This design comes from an exercise in tuning for small area and few clock cycles per item on the open sky130 flow, not from production work. Where RTL was checked, it was by simulation tests only, not by an equivalence proof against the original. No functional check of the RTL was part of run 2. Power figures rest on the tool's default switching activity, not on a simulated workload.

## flow/design.v (module list and top-level ports; edited modules follow where they fit)
// module dot_fa: 10 lines
// module dot_aoi: 8 lines
// module dot_oai: 8 lines
// module dot_andn_pp: 7 lines
// module dot_bsel_pppn: 9 lines
// module dot_bsel_pppp: 9 lines
// module dot_bsign_ppp: 8 lines
// module dot_fc1n_nn: 7 lines
// module dot_fs1n_nn: 7 lines
// module dot_hc_nn: 7 lines
// module dot_nneg_ppp: 8 lines
// module dot_pn_nn: 7 lines
// module dot_xc_nn: 7 lines
// module dot_xc_np: 7 lines
// module dot_xor_pn: 7 lines
// module dot_xor_pp: 7 lines
// module dot_xs_np: 7 lines
// module dot_top: 573 lines
module dot_top (
    input  logic        clk,
    input  logic        rst,
    input  dot_pkg::sample_vec_t a_data,
    input  logic        a_last,
    input  logic        a_valid,
    output logic        a_ready,
    input  dot_pkg::sample_vec_t b_data,
    input  logic        b_valid,
    output logic        b_ready,
    output dot_pkg::sum_t        out_data,
    output logic        out_last,
    output logic        out_valid,
    input  logic        out_ready
);
  // ...
==> flow/flow/run.sh <==
#!/bin/bash
# The standard layout (the standard.sh, all of it), with two changes:
# the port buffers are the smallest buffer cell, and before floorplanning
# every combinational cell is set to its smallest drive strength
# (flow/downsize.tcl); the flow's repair steps size cells up where timing
# needs it. Every tool's output is in standard.log here and in ORFS's own
# logs under orfs/logs.
set -e
export BUFFER_PORTS_ARGS="-buffer_cell sky130_fd_sc_hd__buf_1"
export PRE_FLOORPLAN_TCL="$PWD/flow/downsize.tcl"
export GLOBAL_PLACEMENT_ARGS="-keep_resize_below_overflow 0"
export CTS_ARGS="-sink_clustering_enable -repair_clock_nets -root_buf sky130_fd_sc_hd__clkbuf_8 -buf_list sky130_fd_sc_hd__clkbuf_4 -dont_use_dummy_load"
bash standard.sh > standard.log 2>&1
==> flow/flow/downsize.tcl <==
# Run before floorplanning (PRE_FLOORPLAN_TCL): put every combinational cell
# in the smallest drive strength of its footprint. Floorplanning's timing
# repair and the later repair steps size up again where timing needs it.
set db [ord::get_db]
set block [ord::get_db_block]
set dont_use [split $::env(DONT_USE_CELLS)]
set swapped 0
foreach inst [$block getInsts] {
  set m [$inst getMaster]
  if { [$m isSequential] } { continue }
  set name [$m getName]
  if { ![regexp {^(sky130_fd_sc_hd__[a-z0-9]+)_([0-9]+)$} $name -> base drive] } { continue }
  set best $m
  foreach d {0 1 2} {
    set cand [$db findMaster ${base}_$d]
    if { $cand eq "NULL" } { continue }
    if { [lsearch -exact $dont_use ${base}_$d] >= 0 } { continue }
    if { [$cand getWidth] < [$best getWidth] } { set best $cand }
  }
  if { $best ne $m } {
    $inst swapMaster $best
    incr swapped
  }
}
puts "downsize.tcl: swapped $swapped cells to a smaller drive strength"
==> flow/standard.sh <==
#!/bin/bash
# synth_recipe.tcl (not shown) runs the flow's synth.tcl, then flattens the netlist and writes it again
# the make line also repeats each setting of config.mk as NAME=value (left out here)
make -C /OpenROAD-flow-scripts/flow DESIGN_CONFIG=/design/flow/config.mk WORK_HOME=/design/flow/orfs CLKGATE_MAP_FILE= SYNTH_SCRIPT=/design/flow/synth_recipe.tcl "${@:-finish}"
==> flow/config.mk <==
export PLATFORM = sky130hd
export DESIGN_NAME = dot_top
export DESIGN_NICKNAME = dot_top
export VERILOG_FILES = /design/flow/design.v
export SDC_FILE = /design/flow/constraint.sdc
export NUM_CORES = 4
export LEC_CHECK = 0
export CAP_MARGIN = 20
export CORE_MARGIN = 2
export CORE_UTILIZATION = 60
export SLEW_MARGIN = 20
export SYNTH_HIERARCHICAL = 1
export SYNTH_MINIMUM_KEEP_SIZE = 0
==> flow/constraint.sdc <==
create_clock -name core_clock -period 5.5 [get_ports {clk}]
set_input_delay 1.1000 -clock core_clock [delete_from_list [all_inputs] [get_ports {clk}]]
set_output_delay 1.1000 -clock core_clock [all_outputs]
set_load 0.01 [all_outputs]
==> flow_summary.toml, run 1 <==
[status]
outcome = "no timing/DRC/antenna violations"

[setup_path]
r2r-end = "r5_0"
crit_path_max_fanout = 10
crit_buf_inv = 1
critical_path_class = "input pin to flip-flop"
r2r-start = "out_valid"
timing.critical_path.required_ps = 5510
reg2regPathDepth = 2
worstSetupStartpointType = "input pin"

[pwr]
dominant_power_group = "combinational cells"
cellInternalPower_w = 0.002117
power.density_mw_per_mm2 = 571.1
clock_power_share = 0.025
total_leakage_power_nw = 2.274
combPwrFrac = 0.819

[global_route]
maximum_number_of_pins_on_one_net_before_global_route_repair = 27
grt_remaining_overflow = 0

[finish]
share_of_cell_area_taken_by_multi_input_logic_gates = 0.8006
clockNetworkAreaShare = 0.005913
n_multi_input_combinational_cell = 506
layout.cells.most_common = "sky130_fd_sc_hd__a22oi_1"
inverters_excl_clock = 13

[worst_hold_path]
worst_hold_path_type = "flip-flop to flip-flop"

[sta]
timing.clock.skew_ps = 10.67
layout_setup_ws_ps = 234.2
timing.slew.headroom = 0.5079
rsz0062_at_grt = "false"

[route]
route.top_layer_used = "met4"
met3_wl_um = 810

[clocking]
clock_tree_from_tritoncts = "done"
root_buffer = "sky130_fd_sc_hd__clkbuf_8"
cts.repair.resized = 5
cts.hold.buffers_added = 0
numCtsBuffers = 3

[floorplan]
die_w_um = 107.7
initial_cell_density_of_the_core = 0.6223
tap_cells = 136
io-pin-count = 88

[placed_design]
dpl-instance-area_mm2 = 0.006898

[yosys]
synthCells = 560
Testbench counts, summed over its fixed seeds: cycles 16,008, items 16,000.
==> run 2: changes to the inputs <==
--- a/flow/design.v
+++ b/flow/design.v
@@ -60,86 +60,114 @@
 module dot_bsign_ppp (
     input  logic a,
     input  logic b,
     input  logic c,
     output logic y
 );
     assign y = (a | b) & c;
 endmodule
-module dot_fc1n_nn (
+module dot_fc1_nn (
     input  logic a,
     input  logic b,
     output logic y
 );
-    assign y = ~(~a | ~b);
+    assign y = ~a | ~b;
 endmodule
-module dot_fs1n_nn (
+module dot_fc1_np (
     input  logic a,
     input  logic b,
     output logic y
 );
-    assign y = ~a ^ ~b;
+    assign y = ~a | b;
+endmodule
+module dot_fs1_nn (
+    input  logic a,
+    input  logic b,
+    output logic y
+);
+    assign y = ~(~a ^ ~b);
+endmodule
+module dot_fs1_np (
+    input  logic a,
+    input  logic b,
+    output logic y
+);
+    assign y = ~(~a ^ b);
+endmodule
+module dot_gn_np (
+    input  logic a,
+    input  logic b,
+    output logic y
+);
+    assign y = ~(~a & b);
+endmodule
+module dot_gn_pp (
+    input  logic a,
+    input  logic b,
+    output logic y
+);
+    assign y = ~(a & b);
 endmodule
 module dot_hc_nn (
     input  logic a,
     input  logic b,
     output logic y
 );
     assign y = ~a & ~b;
 endmodule
-module dot_nneg_ppp (
+module dot_hc_pp (
     input  logic a,
     input  logic b,
-    input  logic c,
     output logic y
 );
-    assign y = ~a | (b & c);
+    assign y = a & b;
 endmodule
-module dot_pn_nn (
+module dot_hs_nn (
     input  logic a,
     input  logic b,
     output logic y
 );
-    assign y = ~(~a ^ ~b);
+    assign y = ~a ^ ~b;
 endmodule
-module dot_xc_nn (
+module dot_hs_np (
     input  logic a,
     input  logic b,
     output logic y
 );
-    assign y = ~(~a & ~b);
+    assign y = ~a ^ b;
 endmodule
-module dot_xc_np (
+module dot_nneg_ppp (
     input  logic a,
     input  logic b,
+    input  logic c,
     output logic y
 );
-    assign y = ~(~a & b);
+    assign y = ~a | (b & c);
 endmodule
-module dot_xor_pn (
+module dot_pn_pp (
     input  logic a,
     input  logic b,
     output logic y
 );
-    assign y = a ^ ~b;
+    assign y = ~(a ^ b);
 endmodule
-module dot_xor_pp (
+module dot_xor_pn (
     input  logic a,
     input  logic b,
     output logic y
 );
-    assign y = a ^ b;
+    assign y = a ^ ~b;
 endmodule
-module dot_xs_np (
+module dot_xor_pp (
     input  logic a,
     input  logic b,
     output logic y
 );
-    assign y = ~a ^ b;
+    assign y = a ^ b;
 endmodule
 `timescale 1ns/1ps
 module dot_top (
     input  logic        clk,
     input  logic        rst,
     input  dot_pkg::sample_vec_t a_data,
     input  logic        a_last,
     input  logic        a_valid,
@@ -162,18 +190,18 @@
         if (rst) begin
             out_valid <= 1'b0;
         end else if (join_fire) begin
             out_valid <= 1'b1;
         end else if (out_ready) begin
             out_valid <= 1'b0;
         end
     end
-    logic e1, e2, e3, e4, e5, e6, e7, e8, e9, e10, e11, e12, e13, m14, m15, m16, m17, m18, m19, m20, m21, x22, x23, x24, x25, x26, x27, x28, x29, x30, m31, m32, m33, m34, m35, m36, m37, m38, x39, x40, x41, x42, x43, x44, x45, x46, x47, m48, m49, m50, m51, m52, m53, m54, m55, x56, x57, x58, x59, x60, x61, x62, x63, x64, m65, m66, m67, m68, m69, m70, m71, m72, x73, x74, x75, x76, x77, x78, x79, x80, x81, k82, k83, s84, c85, k86, s87, c88, k89, e90, e91, e92, e93, e94, e95, e96, e97, e98, e99, e100, e101, e102, m103, m104, m105, m106, m107, m108, m109, m110, x111, x112, x113, x114, x115, x116, x117, x118, x119, m120, m121, m122, m123, m124, m125, m126, m127, x128, x129, x130, x131, x132, x133, x134, x135, x136, m137, m138, m139, m140, m141, m142, m143, m144, x145, x146, x147, x148, x149, x150, x151, x152, x153, m154, m155, m156, m157, m158, m159, m160, m161, x162, x163, x164, x165, x166, x167, x168, x169, x170, k171, k172, s173, c174, k175, s176, c177, k178, e179, e180, e181, e182, e183, e184, e185, e186, e187, e188, e189, e190, e191, m192, m193, m194, m195, m196, m197, m198, m199, x200, x201, x202, x203, x204, x205, x206, x207, x208, m209, m210, m211, m212, m213, m214, m215, m216, x217, x218, x219, x220, x221, x222, x223, x224, x225, m226, m227, m228, m229, m230, m231, m232, m233, x234, x235, x236, x237, x238, x239, x240, x241, x242, m243, m244, m245, m246, m247, m248, m249, m250, x251, x252, x253, x254, x255, x256, x257, x258, x259, k260, k261, s262, c263, k264, s265, c266, k267, e268, e269, e270, e271, e272, e273, e274, e275, e276, e277, e278, e279, e280, m281, m282, m283, m284, m285, m286, m287, m288, x289, x290, x291, x292, x293, x294, x295, x296, x297, m298, m299, m300, m301, m302, m303, m304, m305, x306, x307, x308, x309, x310, x311, x312, x313, x314, m315, m316, m317, m318, m319, m320, m321, m322, x323, x324, x325, x326, x327, x328, x329, x330, x331, m332, m333, m334, m335, m336, m337, m338, m339, x340, x341, x342, x343, x344, x345, x346, x347, x348, k349, k350, s351, c352, k353, s354, c355, k356, s357, c358, s359, c360, s361, c362, s363, c364, s365, c366, s367, c368, s369, c370, s371, c372, s373, c374, s375, c376, s377, c378, s379, c380, s381, c382, s383, c384, s385, c386, s387, c388, s389, c390, s391, c392, s393, c394, s395, c396, s397, c398, s399, c400, s401, c402, s403, c404, s405, c406, s407, c408, s409, c410, s411, c412, s413, c414, s415, c416, s417, c418, s419, c420, s421, c422, s423, c424, s425, c426, s427, c428, s429, c430, s431, c432, s433, c434, s435, c436, s437, c438, s439, c440, s441, c442, s443, c444, s445, c446, s447, c448, s449, c450, s451, c452, s453, c454, s455, c456, s457, c458, s459, c460, s461, c462, s463, c464, s465, c466, s467, c468, s469, c470, s471, c472, s473, c474, s475, c476, s477, c478, s479, c480, s481, c482, s483, c484, s485, c486, s487, c488, s489, c490, s491, c492, s493, c494, s495, c496, s497, c498, s499, c500, s501, c502, s503, c504, s505, c506, s507, c508, s509, c510, s511, c512, s513, c514, s515, c516, s517, c518, s519, c520, s521, c522, s523, c524, s525, c526, s527, c528, s529, c530, s531, c532, s533, c534, s535, c536, s537, c538, s539, c540, s541, c542, s543, c544, s545, c546, s547, c548, s549, c550, s551, c552, s553, c554, s555, c556, s557, c558, s559, c560, s561, c562, s563, c564, s565, c566, s567, c568, s569, c570, s571, c572, s573, c574, s575, c576, s577, c578, s579, c580, s581, c582, s583, c584, s585, c586, s587, c588, s589, c590, s591, c592, s593, c594, s595, c596, s597, c598, s599, c600, o601, q602, o603, q604, o605, q606, o607, q608, o609, q610, o611, q612, p613, o614, g615, q616, o617, q618, p619, o620, g621, q622, o623, q624, p625, o626, g627, q628, o629, q630, p631, o632, g633, q634, o635;
-    logic r0_0, r0_1, r1_0, r2_0, r2_1, r2_2, r3_0, r3_1, r4_0, r4_1, r5_0, r5_1, r6_0, r6_1, r7_0, r7_1, r7_2, r8_0, r8_1, r9_0, r10_0, r10_1, r10_2, r11_0, r12_0;
+    logic e1, e2, e3, e4, e5, e6, e7, e8, e9, e10, e11, e12, e13, m14, m15, m16, m17, m18, m19, m20, m21, x22, x23, x24, x25, x26, x27, x28, x29, x30, m31, m32, m33, m34, m35, m36, m37, m38, x39, x40, x41, x42, x43, x44, x45, x46, x47, m48, m49, m50, m51, m52, m53, m54, m55, x56, x57, x58, x59, x60, x61, x62, x63, x64, m65, m66, m67, m68, m69, m70, m71, m72, x73, x74, x75, x76, x77, x78, x79, x80, x81, k82, k83, s84, c85, k86, s87, c88, k89, e90, e91, e92, e93, e94, e95, e96, e97, e98, e99, e100, e101, e102, m103, m104, m105, m106, m107, m108, m109, m110, x111, x112, x113, x114, x115, x116, x117, x118, x119, m120, m121, m122, m123, m124, m125, m126, m127, x128, x129, x130, x131, x132, x133, x134, x135, x136, m137, m138, m139, m140, m141, m142, m143, m144, x145, x146, x147, x148, x149, x150, x151, x152, x153, m154, m155, m156, m157, m158, m159, m160, m161, x162, x163, x164, x165, x166, x167, x168, x169, x170, k171, k172, s173, c174, k175, s176, c177, k178, e179, e180, e181, e182, e183, e184, e185, e186, e187, e188, e189, e190, e191, m192, m193, m194, m195, m196, m197, m198, m199, x200, x201, x202, x203, x204, x205, x206, x207, x208, m209, m210, m211, m212, m213, m214, m215, m216, x217, x218, x219, x220, x221, x222, x223, x224, x225, m226, m227, m228, m229, m230, m231, m232, m233, x234, x235, x236, x237, x238, x239, x240, x241, x242, m243, m244, m245, m246, m247, m248, m249, m250, x251, x252, x253, x254, x255, x256, x257, x258, x259, k260, k261, s262, c263, k264, s265, c266, k267, e268, e269, e270, e271, e272, e273, e274, e275, e276, e277, e278, e279, e280, m281, m282, m283, m284, m285, m286, m287, m288, x289, x290, x291, x292, x293, x294, x295, x296, x297, m298, m299, m300, m301, m302, m303, m304, m305, x306, x307, x308, x309, x310, x311, x312, x313, x314, m315, m316, m317, m318, m319, m320, m321, m322, x323, x324, x325, x326, x327, x328, x329, x330, x331, m332, m333, m334, m335, m336, m337, m338, m339, x340, x341, x342, x343, x344, x345, x346, x347, x348, k349, k350, s351, c352, k353, s354, c355, k356, s357, c358, s359, c360, s361, c362, s363, c364, s365, c366, s367, c368, s369, c370, s371, c372, s373, c374, s375, c376, s377, c378, s379, c380, s381, c382, s383, c384, s385, c386, s387, c388, s389, c390, s391, c392, s393, c394, s395, c396, s397, c398, s399, c400, s401, c402, s403, c404, s405, c406, s407, c408, s409, c410, s411, c412, s413, c414, s415, c416, s417, c418, s419, c420, s421, c422, s423, c424, s425, c426, s427, c428, s429, c430, s431, c432, s433, c434, s435, c436, s437, c438, s439, c440, s441, c442, s443, c444, s445, c446, s447, c448, s449, c450, s451, c452, s453, c454, s455, c456, s457, c458, s459, c460, s461, c462, s463, c464, s465, c466, s467, c468, s469, c470, s471, c472, s473, c474, s475, c476, s477, c478, s479, c480, s481, c482, s483, c484, s485, c486, s487, c488, s489, c490, s491, c492, s493, c494, s495, c496, s497, c498, s499, c500, s501, c502, s503, c504, s505, c506, s507, c508, s509, c510, s511, c512, s513, c514, s515, c516, s517, c518, s519, c520, s521, c522, s523, c524, s525, c526, s527, c528, s529, c530, s531, c532, s533, c534, s535, c536, s537, c538, s539, c540, s541, c542, s543, c544, s545, c546, s547, c548, s549, c550, s551, c552, s553, c554, s555, c556, s557, c558, s559, c560, s561, c562, s563, c564, s565, c566, s567, c568, s569, c570, s571, c572, s573, c574, s575, c576, s577, c578, s579, c580, s581, c582, s583, c584, s585, c586, s587, c588, s589, c590, s591, c592, s593, c594, s595, c596, s597, c598, s599, c600, s601, c602, o603, q604, o605, q606, o607, q608, p609, o610, g611, q612, p613, o614, g615, q616, p617, o618, g619, q620, p621, o622, g623, q624, p625, o626, g627, q628, p629, o630, g631, q632, p633, o634, g635, q636, p637, o638, g639, q640, o641, q642, p643, o644, g645, q646, o647;
+    logic r0_0, r0_1, r1_0, r2_0, r3_0, r3_1, r3_2, r4_0, r4_1, r5_0, r5_1, r6_0, r6_1, r7_0, r7_1, r7_2, r8_0, r8_1, r9_0, r10_0, r11_0, r11_1, r12_0;
     dot_andn_pp u1 (.a(b_data[0]), .b(b_data[1]), .y(e1));
     dot_xor_pp u2 (.a(b_data[2]), .b(b_data[1]), .y(e2));
     dot_xor_pp u3 (.a(b_data[3]), .b(b_data[2]), .y(e3));
     dot_andn_pp u4 (.a(e2), .b(e3), .y(e4));
     dot_nneg_ppp u5 (.a(b_data[3]), .b(b_data[2]), .c(b_data[1]), .y(e5));
     dot_xor_pp u6 (.a(b_data[4]), .b(b_data[3]), .y(e6));
     dot_xor_pp u7 (.a(b_data[5]), .b(b_data[4]), .y(e7));
     dot_andn_pp u8 (.a(e6), .b(e7), .y(e8));
@@ -548,165 +576,180 @@
     dot_fa u361 (.a(x325), .b(x340), .ci(s401), .s(s413), .co(c414));
     dot_fa u362 (.a(c380), .b(c382), .ci(c384), .s(s415), .co(c416));
     dot_fa u363 (.a(c386), .b(s403), .ci(s405), .s(s417), .co(c418));
     dot_fa u364 (.a(s407), .b(s409), .ci(s411), .s(s419), .co(c420));
     dot_fa u365 (.a(s413), .b(c388), .ci(c390), .s(s421), .co(c422));
     dot_fa u366 (.a(c392), .b(s415), .ci(s417), .s(s423), .co(c424));
     dot_fa u367 (.a(s419), .b(c394), .ci(s421), .s(s425), .co(c426));
     dot_fa u368 (.a(s423), .b(c396), .ci(s425), .s(s427), .co(c428));
-    dot_fa u369 (.a(x29), .b(x44), .ci(x59), .s(s429), .co(c430));
-    dot_fa u370 (.a(x74), .b(x118), .ci(x133), .s(s431), .co(c432));
-    dot_fa u371 (.a(x148), .b(x163), .ci(x207), .s(s433), .co(c434));
-    dot_fa u372 (.a(x222), .b(x237), .ci(x252), .s(s435), .co(c436));
-    dot_fa u373 (.a(x296), .b(x311), .ci(x326), .s(s437), .co(c438));
-    dot_fa u374 (.a(x341), .b(c402), .ci(c404), .s(s439), .co(c440));
-    dot_fa u375 (.a(c406), .b(c408), .ci(c410), .s(s441), .co(c442));
-    dot_fa u376 (.a(c412), .b(s429), .ci(s431), .s(s443), .co(c444));
-    dot_fa u377 (.a(s433), .b(s435), .ci(s437), .s(s445), .co(c446));
-    dot_fa u378 (.a(c414), .b(s439), .ci(c416), .s(s447), .co(c448));
-    dot_fa u379 (.a(c418), .b(c420), .ci(s441), .s(s449), .co(c450));
-    dot_fa u380 (.a(s443), .b(s445), .ci(c422), .s(s451), .co(c452));
-    dot_fa u381 (.a(s447), .b(c424), .ci(s449), .s(s453), .co(c454));
-    dot_fa u382 (.a(s451), .b(c426), .ci(s453), .s(s455), .co(c456));
-    dot_fa u383 (.a(x30), .b(x45), .ci(x60), .s(s457), .co(c458));
-    dot_fa u384 (.a(x75), .b(x119), .ci(x134), .s(s459), .co(c460));
-    dot_fa u385 (.a(x149), .b(x164), .ci(x208), .s(s461), .co(c462));
-    dot_fa u386 (.a(x223), .b(x238), .ci(x253), .s(s463), .co(c464));
-    dot_fa u387 (.a(x297), .b(x312), .ci(x327), .s(s465), .co(c466));
-    dot_fa u388 (.a(x342), .b(c430), .ci(c432), .s(s467), .co(c468));
-    dot_fa u389 (.a(c434), .b(c436), .ci(c438), .s(s469), .co(c470));
-    dot_fa u390 (.a(s457), .b(s459), .ci(s461), .s(s471), .co(c472));
-    dot_fa u391 (.a(s463), .b(s465), .ci(c440), .s(s473), .co(c474));
-    dot_fa u392 (.a(c442), .b(c444), .ci(s467), .s(s475), .co(c476));
-    dot_fa u393 (.a(c446), .b(s469), .ci(s471), .s(s477), .co(c478));
-    dot_fa u394 (.a(s473), .b(c448), .ci(c450), .s(s479), .co(c480));
-    dot_fa u395 (.a(s475), .b(s477), .ci(c452), .s(s481), .co(c482));
-    dot_fa u396 (.a(s479), .b(c454), .ci(s481), .s(s483), .co(c484));
-    dot_fa u397 (.a(x46), .b(x61), .ci(x76), .s(s485), .co(c486));
-    dot_fa u398 (.a(x135), .b(x150), .ci(x165), .s(s487), .co(c488));
-    dot_fa u399 (.a(x224), .b(x239), .ci(x254), .s(s489), .co(c490));
-    dot_fa u400 (.a(x313), .b(x328), .ci(x343), .s(s491), .co(c492));
-    dot_fa u401 (.a(c458), .b(c460), .ci(c462), .s(s493), .co(c494));
-    dot_fa u402 (.a(c464), .b(c466), .ci(s485), .s(s495), .co(c496));
-    dot_fa u403 (.a(s487), .b(s489), .ci(s491), .s(s497), .co(c498));
-    dot_fa u404 (.a(c468), .b(c470), .ci(c472), .s(s499), .co(c500));
-    dot_fa u405 (.a(s493), .b(s495), .ci(s497), .s(s501), .co(c502));
-    dot_fa u406 (.a(c474), .b(c476), .ci(s499), .s(s503), .co(c504));
-    dot_fa u407 (.a(c478), .b(s501), .ci(c480), .s(s505), .co(c506));
-    dot_fa u408 (.a(s503), .b(c482), .ci(s505), .s(s507), .co(c508));
-    dot_fa u409 (.a(x47), .b(x62), .ci(x77), .s(s509), .co(c510));
-    dot_fa u410 (.a(x136), .b(x151), .ci(x166), .s(s511), .co(c512));
-    dot_fa u411 (.a(x225), .b(x240), .ci(x255), .s(s513), .co(c514));
-    dot_fa u412 (.a(x314), .b(x329), .ci(x344), .s(s515), .co(c516));
-    dot_fa u413 (.a(c486), .b(c488), .ci(c490), .s(s517), .co(c518));
-    dot_fa u414 (.a(c492), .b(s509), .ci(s511), .s(s519), .co(c520));
-    dot_fa u415 (.a(s513), .b(s515), .ci(c494), .s(s521), .co(c522));
-    dot_fa u416 (.a(c496), .b(c498), .ci(s517), .s(s523), .co(c524));
-    dot_fa u417 (.a(s519), .b(c500), .ci(s521), .s(s525), .co(c526));
-    dot_fa u418 (.a(c502), .b(s523), .ci(c504), .s(s527), .co(c528));
-    dot_fa u419 (.a(s525), .b(c506), .ci(s527), .s(s529), .co(c530));
-    dot_fa u420 (.a(x63), .b(x78), .ci(x152), .s(s531), .co(c532));
-    dot_fa u421 (.a(x167), .b(x241), .ci(x256), .s(s533), .co(c534));
-    dot_fa u422 (.a(x330), .b(x345), .ci(c510), .s(s535), .co(c536));
-    dot_fa u423 (.a(c512), .b(c514), .ci(c516), .s(s537), .co(c538));
-    dot_fa u424 (.a(s531), .b(s533), .ci(s535), .s(s539), .co(c540));
-    dot_fa u425 (.a(c518), .b(c520), .ci(s537), .s(s541), .co(c542));
-    dot_fa u426 (.a(c522), .b(s539), .ci(c524), .s(s543), .co(c544));
-    dot_fa u427 (.a(s541), .b(c526), .ci(s543), .s(s545), .co(c546));
-    dot_fa u428 (.a(x64), .b(x79), .ci(x153), .s(s547), .co(c548));
-    dot_fa u429 (.a(x168), .b(x242), .ci(x257), .s(s549), .co(c550));
-    dot_fa u430 (.a(x331), .b(x346), .ci(c532), .s(s551), .co(c552));
-    dot_fa u431 (.a(c534), .b(s547), .ci(s549), .s(s553), .co(c554));
-    dot_fa u432 (.a(c536), .b(s551), .ci(c538), .s(s555), .co(c556));
-    dot_fa u433 (.a(s553), .b(c540), .ci(s555), .s(s557), .co(c558));
-    dot_fa u434 (.a(c542), .b(c544), .ci(s557), .s(s559), .co(c560));
-    dot_fa u435 (.a(x80), .b(x169), .ci(x258), .s(s561), .co(c562));
-    dot_fa u436 (.a(x347), .b(c548), .ci(c550), .s(s563), .co(c564));
-    dot_fa u437 (.a(s561), .b(c552), .ci(c554), .s(s565), .co(c566));
-    dot_fa u438 (.a(s563), .b(c556), .ci(s565), .s(s567), .co(c568));
-    dot_fa u439 (.a(c558), .b(s567), .ci(c560), .s(s569), .co(c570));
-    dot_fa u440 (.a(x81), .b(x170), .ci(x259), .s(s571), .co(c572));
-    dot_fa u441 (.a(x348), .b(c562), .ci(s571), .s(s573), .co(c574));
-    dot_fa u442 (.a(c564), .b(s573), .ci(c566), .s(s575), .co(c576));
-    dot_fa u443 (.a(c572), .b(c574), .ci(c576), .s(s577), .co(c578));
+    dot_fa u369 (.a(c398), .b(s427), .ci(c400), .s(s429), .co(c430));
+    dot_fa u370 (.a(x29), .b(x44), .ci(x59), .s(s431), .co(c432));
+    dot_fa u371 (.a(x74), .b(x118), .ci(x133), .s(s433), .co(c434));
+    dot_fa u372 (.a(x148), .b(x163), .ci(x207), .s(s435), .co(c436));
+    dot_fa u373 (.a(x222), .b(x237), .ci(x252), .s(s437), .co(c438));
+    dot_fa u374 (.a(x296), .b(x311), .ci(x326), .s(s439), .co(c440));
+    dot_fa u375 (.a(x341), .b(c402), .ci(c404), .s(s441), .co(c442));
+    dot_fa u376 (.a(c406), .b(c408), .ci(c410), .s(s443), .co(c444));
+    dot_fa u377 (.a(c412), .b(c414), .ci(s431), .s(s445), .co(c446));
+    dot_fa u378 (.a(s433), .b(s435), .ci(s437), .s(s447), .co(c448));
+    dot_fa u379 (.a(s439), .b(c416), .ci(s441), .s(s449), .co(c450));
+    dot_fa u380 (.a(c418), .b(c420), .ci(s443), .s(s451), .co(c452));
+    dot_fa u381 (.a(s445), .b(s447), .ci(c422), .s(s453), .co(c454));
+    dot_fa u382 (.a(s449), .b(c424), .ci(s451), .s(s455), .co(c456));
+    dot_fa u383 (.a(c426), .b(s453), .ci(s455), .s(s457), .co(c458));
+    dot_fa u384 (.a(x30), .b(x45), .ci(x60), .s(s459), .co(c460));
+    dot_fa u385 (.a(x75), .b(x119), .ci(x134), .s(s461), .co(c462));
+    dot_fa u386 (.a(x149), .b(x164), .ci(x208), .s(s463), .co(c464));
+    dot_fa u387 (.a(x223), .b(x238), .ci(x253), .s(s465), .co(c466));
+    dot_fa u388 (.a(x297), .b(x312), .ci(x327), .s(s467), .co(c468));
+    dot_fa u389 (.a(x342), .b(c432), .ci(c434), .s(s469), .co(c470));
+    dot_fa u390 (.a(c436), .b(c438), .ci(c440), .s(s471), .co(c472));
+    dot_fa u391 (.a(s459), .b(s461), .ci(s463), .s(s473), .co(c474));
+    dot_fa u392 (.a(s465), .b(s467), .ci(c442), .s(s475), .co(c476));
+    dot_fa u393 (.a(c444), .b(c446), .ci(s469), .s(s477), .co(c478));
+    dot_fa u394 (.a(c448), .b(s471), .ci(s473), .s(s479), .co(c480));
+    dot_fa u395 (.a(c450), .b(s475), .ci(c452), .s(s481), .co(c482));
+    dot_fa u396 (.a(s477), .b(s479), .ci(c454), .s(s483), .co(c484));
+    dot_fa u397 (.a(c456), .b(s481), .ci(s483), .s(s485), .co(c486));
+    dot_fa u398 (.a(x46), .b(x61), .ci(x76), .s(s487), .co(c488));
+    dot_fa u399 (.a(x135), .b(x150), .ci(x165), .s(s489), .co(c490));
+    dot_fa u400 (.a(x224), .b(x239), .ci(x254), .s(s491), .co(c492));
+    dot_fa u401 (.a(x313), .b(x328), .ci(x343), .s(s493), .co(c494));
+    dot_fa u402 (.a(c460), .b(c462), .ci(c464), .s(s495), .co(c496));
+    dot_fa u403 (.a(c466), .b(c468), .ci(s487), .s(s497), .co(c498));
+    dot_fa u404 (.a(s489), .b(s491), .ci(s493), .s(s499), .co(c500));
+    dot_fa u405 (.a(c470), .b(c472), .ci(c474), .s(s501), .co(c502));
+    dot_fa u406 (.a(s495), .b(s497), .ci(s499), .s(s503), .co(c504));
+    dot_fa u407 (.a(c476), .b(c478), .ci(c480), .s(s505), .co(c506));
+    dot_fa u408 (.a(s501), .b(s503), .ci(c482), .s(s507), .co(c508));
+    dot_fa u409 (.a(s505), .b(c484), .ci(s507), .s(s509), .co(c510));
+    dot_fa u410 (.a(x47), .b(x62), .ci(x77), .s(s511), .co(c512));
+    dot_fa u411 (.a(x136), .b(x151), .ci(x166), .s(s513), .co(c514));
+    dot_fa u412 (.a(x225), .b(x240), .ci(x255), .s(s515), .co(c516));
+    dot_fa u413 (.a(x314), .b(x329), .ci(x344), .s(s517), .co(c518));
+    dot_fa u414 (.a(c488), .b(c490), .ci(c492), .s(s519), .co(c520));
+    dot_fa u415 (.a(c494), .b(s511), .ci(s513), .s(s521), .co(c522));
+    dot_fa u416 (.a(s515), .b(s517), .ci(c496), .s(s523), .co(c524));
+    dot_fa u417 (.a(c498), .b(c500), .ci(s519), .s(s525), .co(c526));
+    dot_fa u418 (.a(s521), .b(c502), .ci(s523), .s(s527), .co(c528));
+    dot_fa u419 (.a(c504), .b(s525), .ci(c506), .s(s529), .co(c530));
+    dot_fa u420 (.a(s527), .b(c508), .ci(s529), .s(s531), .co(c532));
+    dot_fa u421 (.a(x63), .b(x78), .ci(x152), .s(s533), .co(c534));
+    dot_fa u422 (.a(x167), .b(x241), .ci(x256), .s(s535), .co(c536));
+    dot_fa u423 (.a(x330), .b(x345), .ci(c512), .s(s537), .co(c538));
+    dot_fa u424 (.a(c514), .b(c516), .ci(c518), .s(s539), .co(c540));
+    dot_fa u425 (.a(s533), .b(s535), .ci(c520), .s(s541), .co(c542));
+    dot_fa u426 (.a(s537), .b(c522), .ci(s539), .s(s543), .co(c544));
+    dot_fa u427 (.a(c524), .b(s541), .ci(c526), .s(s545), .co(c546));
+    dot_fa u428 (.a(s543), .b(c528), .ci(s545), .s(s547), .co(c548));
+    dot_fa u429 (.a(x64), .b(x79), .ci(x153), .s(s549), .co(c550));
+    dot_fa u430 (.a(x168), .b(x242), .ci(x257), .s(s551), .co(c552));
+    dot_fa u431 (.a(x331), .b(x346), .ci(c534), .s(s553), .co(c554));
+    dot_fa u432 (.a(c536), .b(s549), .ci(s551), .s(s555), .co(c556));
+    dot_fa u433 (.a(c538), .b(c540), .ci(s553), .s(s557), .co(c558));
+    dot_fa u434 (.a(s555), .b(c542), .ci(c544), .s(s559), .co(c560));
+    dot_fa u435 (.a(s557), .b(c546), .ci(s559), .s(s561), .co(c562));
+    dot_fa u436 (.a(x80), .b(x169), .ci(x258), .s(s563), .co(c564));
+    dot_fa u437 (.a(x347), .b(c550), .ci(c552), .s(s565), .co(c566));
+    dot_fa u438 (.a(s563), .b(c554), .ci(c556), .s(s567), .co(c568));
+    dot_fa u439 (.a(s565), .b(c558), .ci(s567), .s(s569), .co(c570));
+    dot_fa u440 (.a(c560), .b(s569), .ci(c562), .s(s571), .co(c572));
+    dot_fa u441 (.a(x81), .b(x170), .ci(x259), .s(s573), .co(c574));
+    dot_fa u442 (.a(x348), .b(c564), .ci(s573), .s(s575), .co(c576));
+    dot_fa u443 (.a(c566), .b(s575), .ci(c568), .s(s577), .co(c578));
+    dot_fa u444 (.a(s577), .b(c570), .ci(c572), .s(s579), .co(c580));
+    dot_fa u445 (.a(c574), .b(c576), .ci(c578), .s(s581), .co(c582));
     always_ff @(posedge clk) begin
         if (join_fire) begin
             out_last <= a_last;
             r0_0 <= s375;
             r0_1 <= s377;
             r1_0 <= s399;
-            r2_0 <= c398;
-            r2_1 <= s427;
-            r2_2 <= c400;
+            r2_0 <= s429;
             r3_0 <= c428;
-            r3_1 <= s455;
-            r4_0 <= c456;
-            r4_1 <= s483;
-            r5_0 <= c484;
-            r5_1 <= s507;
-            r6_0 <= c508;
-            r6_1 <= s529;
-            r7_0 <= c528;
-            r7_1 <= s545;
-            r7_2 <= c530;
-            r8_0 <= c546;
-            r8_1 <= s559;
-            r9_0 <= s569;
-            r10_0 <= c568;
-            r10_1 <= s575;
-            r10_2 <= c570;
-            r11_0 <= s577;
-            r12_0 <= c578;
+            r3_1 <= s457;
+            r3_2 <= c430;
+            r4_0 <= c458;
+            r4_1 <= s485;
+            r5_0 <= c486;
+            r5_1 <= s509;
+            r6_0 <= c510;
+            r6_1 <= s531;
+            r7_0 <= c530;
+            r7_1 <= s547;
+            r7_2 <= c532;
+            r8_0 <= c548;
+            r8_1 <= s561;
+            r9_0 <= s571;
+            r10_0 <= s579;
+            r11_0 <= c580;
+            r11_1 <= s581;
+            r12_0 <= c582;
         end
     end
-    dot_fa u444 (.a(r2_0), .b(r2_1), .ci(r2_2), .s(s579), .co(c580));
-    dot_fa u445 (.a(r3_0), .b(r3_1), .ci(c580), .s(s581), .co(c582));
-    dot_fa u446 (.a(r4_0), .b(r4_1), .ci(c582), .s(s583), .co(c584));
-    dot_fa u447 (.a(r5_0), .b(r5_1), .ci(c584), .s(s585), .co(c586));
-    dot_fs1n_nn u448 (.a(r6_0), .b(r6_1), .y(s587));
-    dot_fc1n_nn u449 (.a(r6_0), .b(r6_1), .y(c588));
-    dot_fs1n_nn u450 (.a(r7_0), .b(r7_1), .y(s589));
-    dot_fc1n_nn u451 (.a(r7_0), .b(r7_1), .y(c590));
-    dot_fa u452 (.a(r7_2), .b(c588), .ci(s589), .s(s591), .co(c592));
-    dot_fa u453 (.a(r8_0), .b(r8_1), .ci(c590), .s(s593), .co(c594));
-    dot_fs1n_nn u454 (.a(r9_0), .b(c594), .y(s595));
-    dot_fc1n_nn u455 (.a(r9_0), .b(c594), .y(c596));
-    dot_fa u456 (.a(r10_0), .b(r10_1), .ci(r10_2), .s(s597), .co(c598));
-    dot_fs1n_nn u457 (.a(r11_0), .b(c598), .y(s599));
-    dot_fc1n_nn u458 (.a(r11_0), .b(c598), .y(c600));
-    assign o601 = ~r0_0 ^ ~r0_1;
-    dot_hc_nn u459 (.a(r0_0), .b(r0_1), .y(q602));
-    dot_xs_np u460 (.a(r1_0), .b(q602), .y(o603));
-    dot_xc_np u461 (.a(r1_0), .b(q602), .y(q604));
-    dot_fs1n_nn u462 (.a(s579), .b(q604), .y(o605));
-    dot_xc_nn u463 (.a(s579), .b(q604), .y(q606));
-    dot_fs1n_nn u464 (.a(s581), .b(q606), .y(o607));
-    dot_xc_nn u465 (.a(s581), .b(q606), .y(q608));
-    dot_fs1n_nn u466 (.a(s583), .b(q608), .y(o609));
-    dot_xc_nn u467 (.a(s583), .b(q608), .y(q610));
-    dot_fs1n_nn u468 (.a(s585), .b(q610), .y(o611));
-    dot_xc_nn u469 (.a(s585), .b(q610), .y(q612));
-    dot_pn_nn u470 (.a(c586), .b(s587), .y(p613));
+    dot_hs_nn u446 (.a(r3_0), .b(r3_1), .y(s583));
+    dot_hc_nn u447 (.a(r3_0), .b(r3_1), .y(c584));
+    dot_hs_nn u448 (.a(r4_0), .b(r4_1), .y(s585));
+    dot_hc_nn u449 (.a(r4_0), .b(r4_1), .y(c586));
+    dot_hs_nn u450 (.a(r5_0), .b(r5_1), .y(s587));
+    dot_hc_nn u451 (.a(r5_0), .b(r5_1), .y(c588));
+    dot_fs1_nn u452 (.a(r6_0), .b(r6_1), .y(s589));
+    dot_fc1_nn u453 (.a(r6_0), .b(r6_1), .y(c590));
+    dot_fs1_nn u454 (.a(r7_0), .b(r7_1), .y(s591));
+    dot_fc1_nn u455 (.a(r7_0), .b(r7_1), .y(c592));
+    dot_hs_nn u456 (.a(r8_0), .b(r8_1), .y(s593));
+    dot_hc_nn u457 (.a(r8_0), .b(r8_1), .y(c594));
+    dot_hs_nn u458 (.a(r11_0), .b(r11_1), .y(s595));
+    dot_hc_nn u459 (.a(r11_0), .b(r11_1), .y(c596));
+    dot_hs_np u460 (.a(r7_2), .b(c590), .y(s597));
+    dot_andn_pp u461 (.a(r7_2), .b(c590), .y(c598));
+    dot_xor_pp u462 (.a(c592), .b(s593), .y(s599));
+    dot_hc_pp u463 (.a(c592), .b(s593), .y(c600));
+    dot_fs1_np u464 (.a(r9_0), .b(c594), .y(s601));
+    dot_fc1_np u465 (.a(r9_0), .b(c594), .y(c602));
+    assign o603 = ~r0_0 ^ ~r0_1;
+    dot_hc_nn u466 (.a(r0_0), .b(r0_1), .y(q604));
+    assign o605 = ~r1_0 ^ q604;
+    assign q606 = ~r1_0 & q604;
+    assign o607 = ~r2_0 ^ q606;
+    assign q608 = ~r2_0 & q606;
+    dot_hs_np u467 (.a(r3_2), .b(s583), .y(p609));
+    assign o610 = p609 ^ q608;
+    dot_andn_pp u468 (.a(r3_2), .b(s583), .y(g611));
+    dot_aoi u469 (.g(g611), .p(p609), .c(q608), .y(q612));
+    dot_pn_pp u470 (.a(c584), .b(s585), .y(p613));
     assign o614 = p613 ^ q612;
-    dot_xc_nn u471 (.a(c586), .b(s587), .y(g615));
+    dot_gn_pp u471 (.a(c584), .b(s585), .y(g615));
     dot_oai u472 (.gn(g615), .pn(p613), .cn(q612), .y(q616));
-    dot_xs_np u473 (.a(s591), .b(q616), .y(o617));
-    dot_xc_np u474 (.a(s591), .b(q616), .y(q618));
-    dot_pn_nn u475 (.a(c592), .b(s593), .y(p619));
-    assign o620 = p619 ^ q618;
-    dot_xc_nn u476 (.a(c592), .b(s593), .y(g621));
-    dot_oai u477 (.gn(g621), .pn(p619), .cn(q618), .y(q622));
-    dot_xs_np u478 (.a(s595), .b(q622), .y(o623));
-    dot_xc_np u479 (.a(s595), .b(q622), .y(q624));
-    dot_pn_nn u480 (.a(c596), .b(s597), .y(p625));
+    dot_xor_pp u473 (.a(c586), .b(s587), .y(p617));
+    assign o618 = p617 ^ q616;
+    dot_hc_pp u474 (.a(c586), .b(s587), .y(g619));
+    dot_aoi u475 (.g(g619), .p(p617), .c(q616), .y(q620));
+    dot_pn_pp u476 (.a(c588), .b(s589), .y(p621));
+    assign o622 = p621 ^ q620;
+    dot_gn_pp u477 (.a(c588), .b(s589), .y(g623));
+    dot_oai u478 (.gn(g623), .pn(p621), .cn(q620), .y(q624));
+    dot_xor_pp u479 (.a(s591), .b(s597), .y(p625));
     assign o626 = p625 ^ q624;
-    dot_xc_nn u481 (.a(c596), .b(s597), .y(g627));
-    dot_oai u482 (.gn(g627), .pn(p625), .cn(q624), .y(q628));
-    dot_xs_np u483 (.a(s599), .b(q628), .y(o629));
-    dot_xc_np u484 (.a(s599), .b(q628), .y(q630));
-    dot_pn_nn u485 (.a(r12_0), .b(c600), .y(p631));
-    assign o632 = p631 ^ q630;
-    dot_xc_nn u486 (.a(r12_0), .b(c600), .y(g633));
-    dot_oai u487 (.gn(g633), .pn(p631), .cn(q630), .y(q634));
-    assign o635 = ~q634;
-    assign out_data = {o635, o632, o629, o626, o623, o620, o617, o614, o611, o609, o607, o605, o603, o601};
+    dot_hc_pp u480 (.a(s591), .b(s597), .y(g627));
+    dot_aoi u481 (.g(g627), .p(p625), .c(q624), .y(q628));
+    dot_pn_pp u482 (.a(c598), .b(s599), .y(p629));
+    assign o630 = p629 ^ q628;
+    dot_gn_pp u483 (.a(c598), .b(s599), .y(g631));
+    dot_oai u484 (.gn(g631), .pn(p629), .cn(q628), .y(q632));
+    dot_xor_pp u485 (.a(c600), .b(s601), .y(p633));
+    assign o634 = p633 ^ q632;
+    dot_hc_pp u486 (.a(c600), .b(s601), .y(g635));
+    dot_aoi u487 (.g(g635), .p(p633), .c(q632), .y(q636));
+    dot_fs1_np u488 (.a(r10_0), .b(c602), .y(p637));
+    assign o638 = p637 ^ q636;
+    dot_gn_np u489 (.a(r10_0), .b(c602), .y(g639));
+    dot_oai u490 (.gn(g639), .pn(p637), .cn(q636), .y(q640));
+    assign o641 = ~(s595 ^ q640);
+    assign q642 = s595 | q640;
+    dot_hs_np u491 (.a(r12_0), .b(c596), .y(p643));
+    assign o644 = p643 ^ q642;
+    dot_andn_pp u492 (.a(r12_0), .b(c596), .y(g645));
+    dot_aoi u493 (.g(g645), .p(p643), .c(q642), .y(q646));
+    assign o647 = ~~q646;
+    assign out_data = {o647, o644, o641, o638, o634, o630, o626, o622, o618, o614, o610, o607, o605, o603};
 endmodule
==> flow/flow/run.sh (replaced) <==
#!/bin/bash
# The standard layout (the standard.sh, all of it), with two changes:
# the port buffers are the smallest buffer cell, and before floorplanning
# every combinational cell is set to its smallest drive strength
# (flow/downsize.tcl); the flow's repair steps size cells up where timing
# needs it. Every tool's output is in standard.log here and in ORFS's own
# logs under orfs/logs.
set -e
export BUFFER_PORTS_ARGS="-buffer_cell sky130_fd_sc_hd__buf_1"
export PRE_FLOORPLAN_TCL="$PWD/flow/downsize.tcl"
bash standard.sh > standard.log 2>&1
==> flow/config.mk (replaced) <==
export PLATFORM = sky130hd
export DESIGN_NAME = dot_top
export DESIGN_NICKNAME = dot_top
export VERILOG_FILES = /design/flow/design.v
export SDC_FILE = /design/flow/constraint.sdc
export NUM_CORES = 4
export LEC_CHECK = 0
export CAP_MARGIN = 20
export CORE_MARGIN = 2
export CORE_UTILIZATION = 40
export SLEW_MARGIN = 20
export SYNTH_HIERARCHICAL = 1
export SYNTH_MINIMUM_KEEP_SIZE = 0
==> flow_summary.toml, run 2 <==
[floorplan]
design.core.area_mm2 = 0.01583
num_rows = 46
io-pin-count = 88
die_w_um = 130.9
floorplan.die.height_um = 130.9
design.die.area_mm2 = 0.01713
initial_cell_density_of_the_core = 0.4068

[pwr]
power.density_mw_per_mm2 = 563.2
p_total_w = 0.004185
vdd_drop_max_uv = 317.3
total_leakage_power_nw = 2.570

[clocking]
post-cts-setup-buffers = 0
root_buffer = "sky130_fd_sc_hd__clkbuf_16"
cts_max_path_buffers = 2
cts_sinks = 25
clk_latency_ps = 250
cts-htree-levels = 1
numCtsBuffers = 3
cts.hold.buffers_added = 0
clkTransAtPathRegs_ps = 60
clock_tree_from_tritoncts = "done"
cts.repair.resized = 0

[global_route]
first_global_vias = 5166
wire_length_of_the_first_global_routing_pass_um = 26990
grt.met3_usage = 0.01995
grtUsageTotal = 0.2081
grt_antenna_before_repair = 0
maximum_number_of_pins_on_one_net_before_global_route_repair = 25
grt_remaining_overflow = 0
global_routing_met1_resource_utilization = 0.2729
grt_met2_usage = 0.3673
global_route.peak_usage_layer = "met2"

[route]
drcViolationCount = 0
detail_route.vias_per_cell = 5.380
ant_nets = 0
routed_wl_um = 16740
routedWlPerCell_um = 18.22
pre_antenna_drt_iters = 5
vias = 4944
dr.first_iter.drc_count = 222

[sta]
timing.final.crit_period_ps = 5195
hold_viol_final = 0
timing.slew.headroom = 0.6110
totalNegativeSetupSlack_ps = 0
worstMarginPinSlew_ps = 582.2
fmax_ghz = 0.1925
slew_viol_final = 0
setup_viol_count_final = 0
rsz0062_at_grt = "false"
timing.clock.skew_ps = 6.039
timing.final.crit_share = 0.9445

[worst_hold_path]
timing.hold.worst.start = "out_valid"
worst_hold_path_type = "flip-flop to flip-flop"

[placed_design]
buffer_ports.inserted = 87
detailed_place_hpwl_um = 15070
gp_congestion = 0.9096

[finish]
final_nets = 898
utilization = 0.4695
layout.cells.most_common = "sky130_fd_sc_hd__a22oi_1"
layout.cells.most_common_list = "sky130_fd_sc_hd__a22oi_1 (128), sky130_fd_sc_hd__fa_1 (121), sky130_fd_sc_hd__xnor2_1 (105)"
nFillCells = 1487
share_of_post_route_cells_with_drive_strength_above_1 = 0.07539
antenna_cells = 0

[setup_path]
startpoint = "b_data[29]"
timing.critical_path.required_ps = 5490
r2r-start = "out_valid"
worst-endpoint-arrival_ps = 5190
critical_path.endpoint_type = "flip-flop"
critical_path_class = "input pin to flip-flop"
crit_path_max_fanout = 10
worstSetupStartpointType = "input pin"

[run]
max_cap_check_violation_count = 0

[yosys]
post_syn_nets = 771
yosysWarnings = 7
synthCells = 577

[status]
outcome = "no timing/DRC/antenna violations"
==> run 2: layout make-up <==
type / instances / area (um^2) / area share
multi-input combinational: 520 / 5579 / 0.7508
sequential: 25 / 740.7 / 0.09968
timing repair buffer: 136 / 694.4 / 0.09345
tap: 216 / 270.3 / 0.03637
clock buffer: 4 / 78.83 / 0.01061
inverter: 18 / 67.56 / 0.009092
==> run 2: stage by stage <==
step / worst slack, ps / hold slack [ps] / cell area [um^2] / cells
6_report: 305.3 / 534.5 / 7431 / 919
3_5_place_dp: 34.47 / 528.3 / 7351 / 915
5_1_grt: 104.5 / 589.5 / 7431 / 919
2_1_floorplan: 283.9 / 529.3 / 6439 / 577
4_1_cts: 314.9 / 537.2 / 7430 / 919
3_3_place_gp: 139.0 / 503.0 / 7351 / 915
==> run 2: power by group <==
part	total [W]	internal [W]	switching, W
Clock	0.000155	0.0000988	0.0000559
Sequential	0.000623	0.000573	0.0000507
Combinational	0.00341	0.00155	0.00185
==> run 2: routing by layer <==
metal  routed length, um  vias to the layer above  part of all wire
met5                   0                        -                 0
li1                    -                     2302                 -
met4                 533                        0             0.032
met2                8363                      135              0.50
met1                7132                     2479              0.43
met3                 712                       28             0.043
==> run 2: worst paths after layout <==
| path | cells after the start | slack, ps | end |
|---|---|---|---|
| setup reg to reg | 2 | 4160 | r5_1 |
| setup / recovery | 11 | 310 | r10_0 |
| hold reg to reg | 2 | 530 | out_valid |
| hold / removal | 2 | 530 | out_valid |
==> run 2: worst max-delay path, stage by stage <==
cell	delay (ps)
sky130_fd_sc_hd__buf_1	170
sky130_fd_sc_hd__a21bo_1	410
sky130_fd_sc_hd__xnor2_1	300
sky130_fd_sc_hd__a22oi_1	170
sky130_fd_sc_hd__fa_1	440
sky130_fd_sc_hd__fa_1	460
sky130_fd_sc_hd__fa_1	420
sky130_fd_sc_hd__fa_1	460
sky130_fd_sc_hd__fa_1	390
sky130_fd_sc_hd__fa_1	390
sky130_fd_sc_hd__fa_1	460

-- port drivers added, routing unchanged --
The flow's constraints put no driver on any port. The routed layouts listed below were extracted and timed again, unchanged, in two steps.
Step 1 sets driving cells, clkbuf_16 on the clock port and buf_2 on the other inputs (assumed; they add their load-dependent delay and slew).
Step 2 moves the port delays by t, midway between the first and last clock arrival at a register: inputs arrive t later, outputs are due t later. That takes back most of the time a late clock gives input paths.
Three values: ideal ports, drivers, drivers and shift; two values: the first two.
run | t (ns) | setup slack, ns | hold slack, ns
run 1 | 0.282 | 0.234 / 0.241 / -0.041 | 0.537 / 0.537 / 0.537
run 2 | 0.284 | 0.305 / 0.316 / 0.031 | 0.534 / 0.534 / 0.534
Met with ideal ports but missed after step 2: setup timing in run 1. The setup slack of run 1, which loses most, moves by +0.007 ns with the drivers and by -0.275 ns with both steps.
